Source: an optimization exercise on an open RTL-to-GDS flow (aim: small area, a short achievable clock period and few clock cycles). Production flows keep margins and buffers that such runs may drop.
In this exercise RTL edits were held to simulation tests only and were not proved equivalent to the original.
Power figures rest on the tool's default switching activity, not on a simulated workload.

== amber ==
// wallace_mult_apb
module wallace_mult_apb (
  input  wire        clk,
  input  wire        rst_n,
  input  wire        psel,
  input  wire        penable,
  input  wire        pwrite,
  input  wire [7:0]  paddr,
  input  wire [31:0] pwdata,
  output wire [31:0] prdata,
  output wire        pready,
  output wire        pslverr
);
Size: about 820 cells after synthesis, ~100 flip-flops.
export LEC_CHECK = 0
export ABC_AREA = 1
export CAP_MARGIN = 20
export CELL_PAD_IN_SITES_DETAIL_PLACEMENT = 1
export CELL_PAD_IN_SITES_GLOBAL_PLACEMENT = 2
export CORE_MARGIN = 2
export CORE_UTILIZATION = 55
export SETUP_SLACK_MARGIN = 1.5
export SLEW_MARGIN = 20
create_clock -name core_clock -period 5.0 [get_ports {clk}]
standard.sh (not shown) runs the stock make flow with config.mk's settings and CLKGATE_MAP_FILE= SYNTH_SCRIPT=/design/flow/synth_recipe.tcl, a recipe that flattens the netlist after the stock synthesis.
==> flow/flow/run.sh <==
#!/bin/bash
# The standard layout, with plain buffers (buf_2) instead of the default
# delay cells as the buffers on the input and output ports.
set -e
export BUFFER_PORTS_ARGS="-buffer_cell sky130_fd_sc_hd__buf_2"
bash standard.sh > standard.log 2>&1
Flow for amber halted at global placement without I/O, error code GPL-0301.
Testbench counts of amber, summed over its fixed seeds: cycles 21,608.
The inputs of maple differ from those of amber as listed below.
Settings: removing CELL_PAD_IN_SITES_GLOBAL_PLACEMENT (formerly 2); changing SETUP_SLACK_MARGIN from 1.5 to 3.3; removing CELL_PAD_IN_SITES_DETAIL_PLACEMENT (formerly 1).
--- outcome ---
The remaining runs in amber and maple completed every stage, whereas amber halted early. maple -> amber: synthesized instance count delta 0, exact match. Diff maple..amber | post-synthesis average cell area | negligible. As far as die extent in y is concerned, maple and amber perform about the same. amber -> maple: arithmetic-cell share of the synthesized area counting full adders, half adders and majority gates delta 0, exact match. | area fraction in and, or, nand and nor cells after synthesis | amber vs maple | ≈ equal |.
[inputs] zinc vs maple
Settings: changing SETUP_SLACK_MARGIN from 3.3 to 1.8.
### Flow results
[compare] base=maple new=zinc: register-to-register slack now sits lower; count of TritonRoute iterations in the first routing pass has decreased; largest net degree at the start of global routing moved up; total power saw a decrease; core area barely changed.
In the metrics for zinc and maple, the one carrying the lower setup slack is zinc.
Relative to zinc, the following input files were edited for willow:
Settings: SETUP_SLACK_MARGIN now 2.8, was 1.8.
[summary]
- For the non-clock buffer count, willow came in 81% higher than zinc did.
- Compared with zinc, willow shows a internal power summed over all cells that is about 2% higher.
- willow: areal power density over the cells lower than zinc
- In willow relative to zinc, fmax had gone up by more than 10%.

---

## S
wallace_mult_apb again, from the RTL that the note above started with.
clock: 5.0 ns
lec_check: 0
abc_area: 1
cap_margin: 20
core_margin: 2
core_utilization: 55
setup_slack_margin: 1.5
slew_margin: 20
Scripts as last shown in full above: flow/flow/run.sh
S finished end to end and its layout was clean on timing, DRC and antenna.
Testbench counts of S, summed over its fixed seeds: cycles 21,608.
For T, these inputs were changed with respect to S:
- removing ABC_AREA (formerly 1)
- setting CELL_PAD_IN_SITES_DETAIL_PLACEMENT to 1 for the first time
- setting CELL_PAD_IN_SITES_GLOBAL_PLACEMENT to 2 for the first time
==> flow/flow/run.sh <==
#!/bin/bash
# The standard layout, with plain buffers (buf_1) instead of the default
# delay cells as the buffers on the input and output ports.
set -e
export BUFFER_PORTS_ARGS="-buffer_cell sky130_fd_sc_hd__buf_1"
bash standard.sh > standard.log 2>&1
[summary]
Every stage of the flow completed for T, and the final layout passed the timing, DRC and antenna checks.
Going from S to T, total via count in the routed design -1039; final core area utilization increased by 2.3 points relative to the old numbers; net count after synthesis went down by about 32%; arithmetic-cell share of the synthesized area counting full adders, half adders and majority gates higher.
Min proportion of power drawn by the clock network across S and T: T
Number of setup violations in the final report essentially unchanged between S and T.
T vs S, endpoint of the most critical setup path: prod[25] vs prod[27]
Going from S to T, number of buffer and inverter stages on the critical path went up by 2, synthesized cell area went down by 650 um^2, number of unique standard cell types used by synthesis went up by 17.

## static timing again, ports no longer ideal
Ports are ideal in the flow. The routed layouts listed here were re-timed in OpenROAD. Step 1 sets driving cells, clkbuf_16 on the clock port and buf_2 on the other inputs (assumed; they add their load-dependent delay and slew). Step 2 moves the port delays by t, midway between the first and last clock arrival at a register: inputs arrive t later, outputs are due t later. That takes back most of the time a late clock gives input paths. Three values: ideal, step 1, step 2; two values: the first two.
run | shift t [ns] | setup slack, ns | worst hold slack (ns) | clock arrival spread, ns | cell pins on the clock port's net
maple | 0.403 | 2.423 / 2.423 / 2.306 | 0.484 / 0.484 / 0.484 | 0.017 / 0.017 | 1
zinc | 0.389 | 1.919 / 1.919 / 1.919 | 0.476 / 0.476 / 0.476 | 0.011 / 0.011 | 1
willow | 0.394 | 2.367 / 2.367 / 2.339 | 0.460 / 0.460 / 0.460 | 0.013 / 0.013 | 1
S | 0.389 | 1.871 / 1.871 / 1.871 | 0.467 / 0.467 / 0.467 | 0.010 / 0.009 | 1
T | 0.404 | 1.572 / 1.572 / 1.572 | 0.464 / 0.464 / 0.464 | 0.015 / 0.015 | 1
After both steps every run listed still meets setup and hold. For maple, which loses most, drivers alone change the setup slack by 0.000 ns; drivers and shift together by -0.117 ns.
